This design comes from an exercise in tuning for a short achievable clock period and few clock cycles on the open sky130 flow, not from production work.
The RTL was checked by simulation tests, not by an equivalence proof against the original design.
No activity file was given, so power comes from the tool's default toggle rates.

==> flow/design.v (excerpt) <==
module dns_name_label_encoder (
  input  logic        clk,
  input  logic        rst_n,
  input  logic        in_valid,
  output logic        in_ready,
  input  logic        in_mode,
  input  logic [7:0]  in_char_code,
  output logic        out_valid,
  input  logic        out_ready,
  output logic [7:0]  out_byte,
  output logic        out_last_of_run,
  output logic [15:0] out_encoded_length,
  output logic        out_label_overflow
);
Size in the first run: about 3,800 cells after synthesis, roughly 900 flip-flops, roughly 41 I/O pins, roughly 33,000 sq um of cells after synthesis.
Settings: LEC_CHECK=0, ABC_CLOCK_PERIOD_IN_PS=2000, CAP_MARGIN=20, CORE_MARGIN=2, CORE_UTILIZATION=40, CTS_CLUSTER_DIAMETER=100, CTS_CLUSTER_SIZE=20, GPL_TIMING_DRIVEN=1, PLACE_DENSITY=0.35, SETUP_SLACK_MARGIN=3.5, SLEW_MARGIN=20; clock period 5.5 ns.
run.sh (not shown) runs the stock make flow with config.mk's settings and CLKGATE_MAP_FILE= SYNTH_SCRIPT=/design/flow/synth_recipe.tcl, a recipe that flattens the netlist after the stock synthesis.
The baseline passed the timing, design-rule and antenna checks.
Testbench counts at the start, summed over its fixed seeds: cycles 27,279.
Rerun with:
--- a/flow/config.mk
+++ b/flow/config.mk
@@ -11,6 +11,4 @@
 export CORE_UTILIZATION = 40
-export CTS_CLUSTER_DIAMETER = 100
-export CTS_CLUSTER_SIZE = 20
-export GPL_TIMING_DRIVEN = 1
-export PLACE_DENSITY = 0.35
+export CTS_CLUSTER_DIAMETER = 80
+export CTS_CLUSTER_SIZE = 25
 export SETUP_SLACK_MARGIN = 3.5
Effect: Wire length goes down by 13%. Count of clock-buffer cells in the layout falls by 1. Maximum frequency went up by 0.70%. Worst hold slack improves by 0.012 ns. Synthesized cell count stays the same. Total power came out higher by 1.2%. Via count falls by 1.1%. Die area is unchanged. Register-to-register slack gains 0.07 ns. Sequential share of layout area rose by 0.24 points.
Rerun with:
--- a/flow/config.mk
+++ b/flow/config.mk
@@ -11,4 +11,4 @@
 export CORE_UTILIZATION = 40
-export CTS_CLUSTER_DIAMETER = 80
-export CTS_CLUSTER_SIZE = 25
+export CTS_CLUSTER_DIAMETER = 60
+export CTS_CLUSTER_SIZE = 15
 export SETUP_SLACK_MARGIN = 3.5
Effect:
- worst hold slack is worse by 0.0043 ns
- count of clock-buffer cells in the layout is higher by 31
- routed wire length grows by 0.34%
- register-to-register slack hardly moves
- sequential share of layout area is lower by 1.0 points
- non-clock buffer count falls by 1
- sequential power barely changes
- total power rises by 10%
- clock skew fell by 0.0050 ns
Rerun with:
--- a/flow/config.mk
+++ b/flow/config.mk
@@ -11,4 +11,4 @@
 export CORE_UTILIZATION = 40
-export CTS_CLUSTER_DIAMETER = 60
-export CTS_CLUSTER_SIZE = 15
+export CTS_CLUSTER_DIAMETER = 100
+export CTS_CLUSTER_SIZE = 20
 export SETUP_SLACK_MARGIN = 3.5
Synthesized cell count is unchanged.
Final cell count decreases by about 1%.
Flip-flop and latch count is unchanged.
Routed wire length decreases by 0.57%.

* * *

## v13
The RTL this note starts from:
==> flow/design.v <==
package dnsle_pkg;
  localparam int MAX_LABEL   = 62;
  localparam int STORE_DEPTH = 64;    
  localparam int DESC_DEPTH  = 16;    
  localparam int CNT_W       = $clog2(MAX_LABEL + 1);
  localparam int BYTE_W      = 8;
  localparam int LEN_W       = 16;
  localparam int DESC_W      = CNT_W + 3;    
  localparam logic [BYTE_W-1:0] DOT_CHAR  = 8'd46;
  localparam logic [BYTE_W-1:0] TERM_BYTE = 8'd0;
  typedef struct packed {
    logic [CNT_W-1:0] len;
    logic             ovf;
    logic             emit;
    logic             term;
  } desc_t;
  typedef struct packed {
    logic [BYTE_W-1:0] byte_val;
    logic              last;
    logic [LEN_W-1:0]  enc_len;
    logic              ovf;
  } out_word_t;
endpackage
module dnsle_label_ram #(
  parameter int DEPTH = 64,
  parameter int WIDTH = 8
) (
  input  logic             clk,
  input  logic             rst_n,
  input  logic             push,
  input  logic [WIDTH-1:0] din,
  input  logic             pop,
  output logic [WIDTH-1:0] head,
  output logic             head_valid,
  output logic             room
);
  logic [WIDTH-1:0] mem [DEPTH];
  logic [DEPTH-1:0] occ, occ_sh, occ_nxt;
  always_comb begin
    occ_sh = pop ? {1'b0, occ[DEPTH-1:1]} : occ;
    for (int i = 0; i < DEPTH; i++) begin
      occ_nxt[i] = occ_sh[i] | (push & ((i == 0) ? 1'b1 : occ_sh[(i == 0) ? 0 : i-1]));
    end
  end
  always_ff @(posedge clk) begin
    if (!rst_n) begin
      occ  <= '0;
      room <= 1'b1;
    end else begin
      occ  <= occ_nxt;
      room <= !occ_nxt[DEPTH-2];
    end
  end
  always_ff @(posedge clk) begin
    for (int i = 0; i < DEPTH; i++) begin
      if (pop) begin
        if (i < DEPTH-1 && occ[(i < DEPTH-1) ? i+1 : i]) mem[i] <= mem[(i < DEPTH-1) ? i+1 : i];
        else                                               mem[i] <= din;
      end else if (!occ[i]) begin
        mem[i] <= din;
      end
    end
  end
  assign head       = mem[0];
  assign head_valid = occ[0];
endmodule
module dnsle_out_stage (
  input  logic                         clk,
  input  logic                         rst_n,
  input  dnsle_pkg::desc_t             dhead,
  input  logic                         dvalid,
  output logic                         dpop,
  input  logic [dnsle_pkg::BYTE_W-1:0] bhead,
  output logic                         bpop,
  output logic                         out_valid,
  input  logic                         out_ready,
  output logic [dnsle_pkg::BYTE_W-1:0] out_byte,
  output logic                         out_last_of_run,
  output logic [dnsle_pkg::LEN_W-1:0]  out_encoded_length,
  output logic                         out_label_overflow
);
  localparam int CNT_W = dnsle_pkg::CNT_W;
  localparam int LEN_W = dnsle_pkg::LEN_W;
  logic                 ph_data_r, ph_data_nxt;    
  logic                 ph_term_r, ph_term_nxt;    
  logic [CNT_W-1:0]     rem_r, rem_nxt;            
  logic [LEN_W-1:0]     elen_r, elen_nxt;          
  logic                 go;
  logic                 w_valid;
  logic                 w_term;
  dnsle_pkg::out_word_t w;
  logic                 o_valid_r;
  dnsle_pkg::out_word_t o_r;
  logic                 s_valid_r;
  dnsle_pkg::out_word_t s_r;
  logic                 o_take;
  assign go = !s_valid_r;
  always_comb begin
    ph_data_nxt = ph_data_r;
    ph_term_nxt = ph_term_r;
    rem_nxt     = rem_r;
    w_valid     = 1'b0;
    w_term      = 1'b0;
    w           = '0;
    dpop        = 1'b0;
    bpop        = 1'b0;
    w.ovf       = dhead.ovf;
    if (go) begin
      if (ph_data_r) begin
        w_valid    = 1'b1;
        w.byte_val = bhead;
        w.last     = (rem_r == CNT_W'(1)) && !dhead.term;
        bpop       = 1'b1;
        rem_nxt    = rem_r - CNT_W'(1);
        if (rem_r == CNT_W'(1)) begin
          ph_data_nxt = 1'b0;
          if (dhead.term) ph_term_nxt = 1'b1;
          else            dpop        = 1'b1;
        end
      end else if (ph_term_r) begin
        w_valid     = 1'b1;
        w_term      = 1'b1;
        dpop        = 1'b1;
        ph_term_nxt = 1'b0;
      end else if (dvalid) begin
        w_valid = 1'b1;
        if (dhead.emit) begin
          w.byte_val = dnsle_pkg::BYTE_W'(dhead.len);
          w.last     = (dhead.len == '0) && !dhead.term;
          rem_nxt    = dhead.len;
          if (dhead.len != '0) ph_data_nxt = 1'b1;
          else if (dhead.term) ph_term_nxt = 1'b1;
          else                 dpop        = 1'b1;
        end else begin
          w_term = 1'b1;
          dpop   = 1'b1;
        end
      end
    end
    if (w_term) begin
      w.byte_val = dnsle_pkg::TERM_BYTE;
      w.last     = 1'b1;
      w.enc_len  = elen_r;
    end
    elen_nxt = elen_r;
    if (w_valid) begin
      if (w_term)              elen_nxt = LEN_W'(1);
      else if (~&elen_r)       elen_nxt = elen_r + LEN_W'(1);
    end
  end
  always_ff @(posedge clk) begin
    if (!rst_n) begin
      ph_data_r <= 1'b0;
      ph_term_r <= 1'b0;
      rem_r     <= '0;
      elen_r    <= LEN_W'(1);
    end else begin
      ph_data_r <= ph_data_nxt;
      ph_term_r <= ph_term_nxt;
      rem_r     <= rem_nxt;
      elen_r    <= elen_nxt;
    end
  end
  assign o_take = !o_valid_r || out_ready;
  always_ff @(posedge clk) begin
    if (!rst_n) begin
      o_valid_r <= 1'b0;
      s_valid_r <= 1'b0;
    end else if (o_take) begin
      o_valid_r <= s_valid_r || w_valid;
      s_valid_r <= 1'b0;
    end else if (w_valid) begin
      s_valid_r <= 1'b1;
    end
  end
  always_ff @(posedge clk) begin
    if (o_take) begin
      o_r <= s_valid_r ? s_r : w;
    end
    if (!s_valid_r) begin
      s_r <= w;
    end
  end
  assign out_valid          = o_valid_r;
  assign out_byte           = o_r.byte_val;
  assign out_last_of_run    = o_r.last;
  assign out_encoded_length = o_r.enc_len;
  assign out_label_overflow = o_r.ovf;
endmodule
module dnsle_ctrl (
  input  logic                         clk,
  input  logic                         rst_n,
  input  logic                         in_valid,
  output logic                         in_ready,
  input  logic                         in_mode,
  input  logic [dnsle_pkg::BYTE_W-1:0] in_char_code,
  output logic                         bpush,
  output logic [dnsle_pkg::BYTE_W-1:0] bdata,
  input  logic                         broom,
  output logic                         dpush,
  output dnsle_pkg::desc_t             ddata,
  input  logic                         droom
);
  localparam int CNT_W = dnsle_pkg::CNT_W;
  logic                         iv_r;
  logic                         imode_r;
  logic [dnsle_pkg::BYTE_W-1:0] ichar_r;
  logic [CNT_W-1:0]             cnt_r, cnt_nxt;    
  logic                         pend_r, pend_nxt;  
  logic                         ovf_r, ovf_nxt;    
  logic                         is_dot;
  assign in_ready = broom && droom;
  always_ff @(posedge clk) begin
    if (!rst_n) iv_r <= 1'b0;
    else        iv_r <= in_valid && in_ready;
    imode_r <= in_mode;
    ichar_r <= in_char_code;
  end
  assign is_dot = (ichar_r == dnsle_pkg::DOT_CHAR);
  assign bdata  = ichar_r;
  always_comb begin
    cnt_nxt    = cnt_r;
    pend_nxt   = pend_r;
    ovf_nxt    = ovf_r;
    bpush      = 1'b0;
    dpush      = 1'b0;
    ddata.len  = cnt_r;
    ddata.ovf  = ovf_r;
    ddata.emit = 1'b1;
    ddata.term = 1'b0;
    if (iv_r) begin
      if (imode_r) begin
        dpush      = 1'b1;
        ddata.emit = (cnt_r != '0);
        ddata.term = 1'b1;
        cnt_nxt    = '0;
        pend_nxt   = 1'b0;
        ovf_nxt    = 1'b0;
      end else if (pend_r) begin
        dpush   = 1'b1;
        cnt_nxt = '0;
        if (!is_dot) begin
          bpush    = 1'b1;
          cnt_nxt  = CNT_W'(1);
          pend_nxt = 1'b0;
        end
      end else if (is_dot) begin
        pend_nxt = 1'b1;
      end else if (cnt_r < CNT_W'(dnsle_pkg::MAX_LABEL)) begin
        bpush   = 1'b1;
        cnt_nxt = cnt_r + CNT_W'(1);
      end else begin
        ovf_nxt = 1'b1;
      end
    end
  end
  always_ff @(posedge clk) begin
    if (!rst_n) begin
      cnt_r  <= '0;
      pend_r <= 1'b0;
      ovf_r  <= 1'b0;
    end else begin
      cnt_r  <= cnt_nxt;
      pend_r <= pend_nxt;
      ovf_r  <= ovf_nxt;
    end
  end
endmodule
module dns_name_label_encoder (
  input  logic        clk,
  input  logic        rst_n,
  input  logic        in_valid,
  output logic        in_ready,
  input  logic        in_mode,
  input  logic [7:0]  in_char_code,
  output logic        out_valid,
  input  logic        out_ready,
  output logic [7:0]  out_byte,
  output logic        out_last_of_run,
  output logic [15:0] out_encoded_length,
  output logic        out_label_overflow
);
  logic                         bpush, bpop, broom, bvalid;
  logic [dnsle_pkg::BYTE_W-1:0] bdata, bhead;
  logic                         dpush, dpop, droom, dvalid;
  dnsle_pkg::desc_t             ddata, dhead;
  dnsle_ctrl u_ctrl (
    .clk          (clk),
    .rst_n        (rst_n),
    .in_valid     (in_valid),
    .in_ready     (in_ready),
    .in_mode      (in_mode),
    .in_char_code (in_char_code),
    .bpush        (bpush),
    .bdata        (bdata),
    .broom        (broom),
    .dpush        (dpush),
    .ddata        (ddata),
    .droom        (droom)
  );
  dnsle_label_ram #(
    .DEPTH (dnsle_pkg::STORE_DEPTH),
    .WIDTH (dnsle_pkg::BYTE_W)
  ) u_bytes (
    .clk        (clk),
    .rst_n      (rst_n),
    .push       (bpush),
    .din        (bdata),
    .pop        (bpop),
    .head       (bhead),
    .head_valid (bvalid),
    .room       (broom)
  );
  dnsle_label_ram #(
    .DEPTH (dnsle_pkg::DESC_DEPTH),
    .WIDTH (dnsle_pkg::DESC_W)
  ) u_descs (
    .clk        (clk),
    .rst_n      (rst_n),
    .push       (dpush),
    .din        (ddata),
    .pop        (dpop),
    .head       (dhead),
    .head_valid (dvalid),
    .room       (droom)
  );
  dnsle_out_stage u_out (
    .clk                (clk),
    .rst_n              (rst_n),
    .dhead              (dhead),
    .dvalid             (dvalid),
    .dpop               (dpop),
    .bhead              (bhead),
    .bpop               (bpop),
    .out_valid          (out_valid),
    .out_ready          (out_ready),
    .out_byte           (out_byte),
    .out_last_of_run    (out_last_of_run),
    .out_encoded_length (out_encoded_length),
    .out_label_overflow (out_label_overflow)
  );
endmodule
clock: 5.5 ns
lec_check: 0
abc_clock_period_in_ps: 2000
cap_margin: 20
core_margin: 2
core_utilization: 40
cts_cluster_diameter: 150
cts_cluster_size: 30
setup_slack_margin: 3.5
slew_margin: 20
v13: all stages complete, timing, DRC and antenna checks passed
Testbench counts of v13, summed over its fixed seeds: cycles 27,279.
#### Input delta (v30 over v13)
- CTS_CLUSTER_SIZE: 30 -> unset
- ABC_CLOCK_PERIOD_IN_PS: 2000 -> unset
- CTS_CLUSTER_DIAMETER: 150 -> unset
- SETUP_SLACK_MARGIN: 3.5 -> unset
Notes after the runs:
- v30 vs. v13: met2 wire length went down by about 18%.
- Cmp v13 and v30 / number of nets in the finished design / lower: v30
- Total power (v30 over v13): increase, 0.0025 W
- The final reports for v30 and v13 show combinational power lower in the former.
- in_ready as the timing endpoint of the critical path was reported by v13, and u_descs.mem[8][8] by v30.
- Going from v13 to v30, non-clock inverter count in the final layout lost 0.86%, design area now smaller.
- Relative to v13, v30 degrades hold slack.
### v30 -> v41
- an added SETUP_SLACK_MARGIN of 3.5
- an added ABC_CLOCK_PERIOD_IN_PS of 2000
[summary]
Diff v30 -> v41 | count of inverters not on the clock network in the layout | up slightly
Per the comparison of v41 with v30, share of the clock period used by the worst path after layout decreased 20 points; global-route met3 utilization increased 1.7 points; global-route wire length before repair picked up an extra 16000 um; signed area change from the synthesized netlist to the final layout up 17 points.
Lower power goes to v30 over v41.
Going from v30 to v41, the utilization of the core after routing was found to have gone up by 6.7 points.
On v41: combinational power is about 70% higher than what v30 gave.
v41 closes out successfully: all stages finished, all timing, DRC and antenna checks passed.
v41 and v30 ended up with nearly the same remaining global-route overflow.
Count of TritonRoute iterations in the first routing pass: v41 vs v30 down 3
Of v41 and v30, it is v41 that has the higher global-route usage.

-- port drivers added, routing unchanged --
The flow's constraints put no driver on any port. The routed layouts listed below were extracted and timed again, unchanged, in two steps. Step 1, drivers: a clkbuf_16 drives clk and a buf_2 each remaining input, both assumed. Step 2 moves the port delays by t, midway between the first and last clock arrival at a register: inputs arrive t later, outputs are due t later. That takes back most of the time a late clock gives input paths. Three values: ideal ports, drivers, drivers and shift; two values: the first two.
run	shift t [ns]	setup WS [ns]	hold WS [ns]	worst setup path after step 2	clock arrival spread, ns
the first run of note 1	0.678	3.296 / 3.230 / 2.871	0.431 / 0.431 / 0.431	input to register	0.032 / 0.032
the second run of note 1	0.671	3.311 / 3.250 / 2.937	0.443 / 0.443 / 0.443	input to register	0.037 / 0.038
the third run of note 1	0.682	3.322 / 3.256 / 2.888	0.439 / 0.439 / 0.439	input to register	0.035 / 0.035
the fourth run of note 1	0.675	3.315 / 3.253 / 2.898	0.442 / 0.442 / 0.442	input to register	0.021 / 0.021
v13	0.648	3.161 / 3.093 / 2.923	0.471 / 0.471 / 0.471	input to register	0.058 / 0.058
v30	0.682	2.048 / 2.048 / 2.048	0.456 / 0.456 / 0.456	register to register	0.030 / 0.030
v41	0.707	3.128 / 3.060 / 2.850	0.460 / 0.460 / 0.460	input to register	0.047 / 0.046
After both steps setup and hold are still met in every run listed. The setup slack of the third run of note 1, which loses most, moves by -0.066 ns with the drivers and by -0.434 ns with both steps.
